This is an optimization exercise on Yosys and OpenROAD, whose aim is small area, a short achievable clock period and few clock cycles per item, not a production implementation.
Only simulation tests tie the RTL to the original design; equivalence was not proved.
Power figures rest on the tool's default switching activity, not on a simulated workload.

Setup of v23:
## axi_lite_slave_mem
module axi_lite_slave_mem #(
    parameter int ADDR_WIDTH = 32,
    parameter int DATA_WIDTH = 32,
    parameter int DEPTH      = 32
) (
    input  logic                  s_axi_aclk,
    input  logic                  s_axi_areset,
    input  logic [ADDR_WIDTH-1:0] s_axi_awaddr,
    input  logic [2:0]            s_axi_awprot,
    input  logic                  s_axi_awvalid,
    output logic                  s_axi_awready,
    input  logic [DATA_WIDTH-1:0] s_axi_wdata,
    input  logic [3:0]            s_axi_wstrb,
    input  logic                  s_axi_wvalid,
    output logic                  s_axi_wready,
    output logic [1:0]            s_axi_bresp,
    output logic                  s_axi_bvalid,
    input  logic                  s_axi_bready,
    input  logic [ADDR_WIDTH-1:0] s_axi_araddr,
    input  logic [2:0]            s_axi_arprot,
    input  logic                  s_axi_arvalid,
    output logic                  s_axi_arready,
    output logic [DATA_WIDTH-1:0] s_axi_rdata,
    output logic [1:0]            s_axi_rresp,
    output logic                  s_axi_rvalid,
    input  logic                  s_axi_rready
);
Size: ~2500 cells after synthesis, roughly 1200 flip-flops, roughly 42000 µm² of cells after synthesis.
Settings: LEC_CHECK=0, CAP_MARGIN=20, CORE_MARGIN=2, CORE_UTILIZATION=40, CTS_CLUSTER_DIAMETER=80, CTS_CLUSTER_SIZE=32, SETUP_SLACK_MARGIN=2.1, SLEW_MARGIN=20, SYNTH_HIERARCHICAL=1; clock period 4.0 ns.
standard.sh (not shown) runs the stock make flow with config.mk's settings and CLKGATE_MAP_FILE= SYNTH_SCRIPT=/design/flow/synth_recipe.tcl, a recipe that flattens the netlist after the stock synthesis.
==> flow/flow/run.sh <==
#!/bin/bash
# Own layout flow: the standard flow (standard.sh, unchanged synthesis, floorplan,
# power grid and tap cells), with plain buffers for the port buffers instead of the
# delay cells buffer_ports picks on its own.
set -euo pipefail
export BUFFER_PORTS_ARGS="-buffer_cell sky130_fd_sc_hd__buf_2"
bash standard.sh finish > flow_standard.log 2>&1
v23 closes out successfully: all stages finished, all timing, DRC and antenna checks passed.
Testbench counts of v23, summed over its fixed seeds: cycles 8,024, items 16,000.
Input changes introduced in v1 (baseline for comparison: v23):
# v23
export LEC_CHECK = 0
export CAP_MARGIN = 20
export CORE_MARGIN = 2
export CORE_UTILIZATION = 40
export CTS_CLUSTER_DIAMETER = 80
export CTS_CLUSTER_SIZE = 32
export SETUP_SLACK_MARGIN = 2.1
export SLEW_MARGIN = 20
export SYNTH_HIERARCHICAL = 1
create_clock -name core_clock -period 4.0 [get_ports {s_axi_aclk}]
# v1
export LEC_CHECK = 0
export CAP_MARGIN = 20
export CORE_MARGIN = 2
export CORE_UTILIZATION = 40
export CTS_CLUSTER_DIAMETER = 100
export CTS_CLUSTER_SIZE = 28
export SETUP_SLACK_MARGIN = 2.1
export SLEW_MARGIN = 20
export SYNTH_HIERARCHICAL = 1
create_clock -name core_clock -period 4.0 [get_ports {s_axi_aclk}]
==> comparison <==
v23 ran to completion and came out clean on the timing, DRC and antenna checks. Having completed the whole flow, v1 delivered a layout that passed the timing, DRC and antenna checks. r_rerr$_SDFFE_PP0P_ as the source of the critical timing path was reported by v1, and r_rdata[23]$_SDFFE_PP0N_ by v23. v1 vs. v23: routed length on met3 has increased, part of the total power dissipated in the clock network has decreased, total power of the final layout has decreased, total wirelength of the detailed-routed design has remained practically unchanged.
Here is what was changed in the inputs of v43 compared with v1.
# v1
export LEC_CHECK = 0
export CAP_MARGIN = 20
export CORE_MARGIN = 2
export CORE_UTILIZATION = 40
export CTS_CLUSTER_DIAMETER = 100
export CTS_CLUSTER_SIZE = 28
export SETUP_SLACK_MARGIN = 2.1
export SLEW_MARGIN = 20
export SYNTH_HIERARCHICAL = 1
create_clock -name core_clock -period 4.0 [get_ports {s_axi_aclk}]
# v43
export LEC_CHECK = 0
export CAP_MARGIN = 20
export CORE_MARGIN = 2
export CORE_UTILIZATION = 50
export CTS_CLUSTER_DIAMETER = 100
export CTS_CLUSTER_SIZE = 28
export SETUP_SLACK_MARGIN = 2.1
export SLEW_MARGIN = 20
export SYNTH_HIERARCHICAL = 1
create_clock -name core_clock -period 4.0 [get_ports {s_axi_aclk}]
Notes after the runs:
Routed wire length went up slightly going from v1 to v43. In v43 the combinational group power turned out about 3% higher than in v1. v1 reached the end of the flow, and the finished layout is clean on the timing, DRC and antenna checks. v43 was carried through to the last stage, and its layout satisfied the timing, DRC and antenna checks. v43 vs v1 — total power divided by cell area rose 4.1 nW/µm². What v43 reported for count of inserted tapcells has to be multiplied by 1.2 to get the figure for v1.
For v44, these inputs were changed with respect to v43:
# v43
export LEC_CHECK = 0
export CAP_MARGIN = 20
export CORE_MARGIN = 2
export CORE_UTILIZATION = 50
export CTS_CLUSTER_DIAMETER = 100
export CTS_CLUSTER_SIZE = 28
export SETUP_SLACK_MARGIN = 2.1
export SLEW_MARGIN = 20
export SYNTH_HIERARCHICAL = 1
create_clock -name core_clock -period 4.0 [get_ports {s_axi_aclk}]
# v44
export LEC_CHECK = 0
export CAP_MARGIN = 20
export CORE_MARGIN = 2
export CORE_UTILIZATION = 40
export CTS_CLUSTER_DIAMETER = 120
export CTS_CLUSTER_SIZE = 24
export SETUP_SLACK_MARGIN = 2.2
export SLEW_MARGIN = 20
export SYNTH_HIERARCHICAL = 1
create_clock -name core_clock -period 4.0 [get_ports {s_axi_aclk}]
### Flow results
Between v43 and v44, number of antenna cells inserted increased.
In v44, clock-pin slew of the registers on the worst-case setup and hold paths is lower than in v43.
In v44, the logic gate share of total power came out 0.3 points below the value in v43.
Going from v43 to v44, count of clock-buffer cells in the layout grew by more than 10%.
v43 → v44: utilization fell 11 points, placeable core region went up, relative contribution of the clock network to total power saw an increase, switching power rose about 1.6%.
v44 — sequential share of layout area 1.1 points lower, v43 as reference

-- separate check: timing with driven ports --
Ports are ideal in the flow. The routed layouts listed here were re-timed in OpenROAD. Step 1 assumes that a clkbuf_16 drives the clock port and a buf_2 every other input. Step 2, shift: input delay + t, output delay - t, t = (earliest + latest rising clock arrival at the registers) / 2. This alone moves slack from input paths to output paths. Three values: ideal ports, drivers, drivers and shift; two values: the first two.
run | shift t [ns] | setup WS [ns] | worst setup path after step 2 | slew at the worst register clock pin (ns)
v23 | 0.702 | 2.058 / 1.992 / 1.507 | input to register | 0.12 / 0.12
v1 | 0.691 | 2.071 / 2.003 / 1.564 | input to register | 0.11 / 0.11
v43 | 0.688 | 2.065 / 1.999 / 1.672 | input to register | 0.11 / 0.11
v44 | 0.712 | 2.068 / 1.996 / 1.686 | input to register | 0.10 / 0.10
After both steps every run listed still meets setup and hold. The setup slack of v23, which loses most, moves by -0.066 ns with the drivers and by -0.551 ns with both steps.
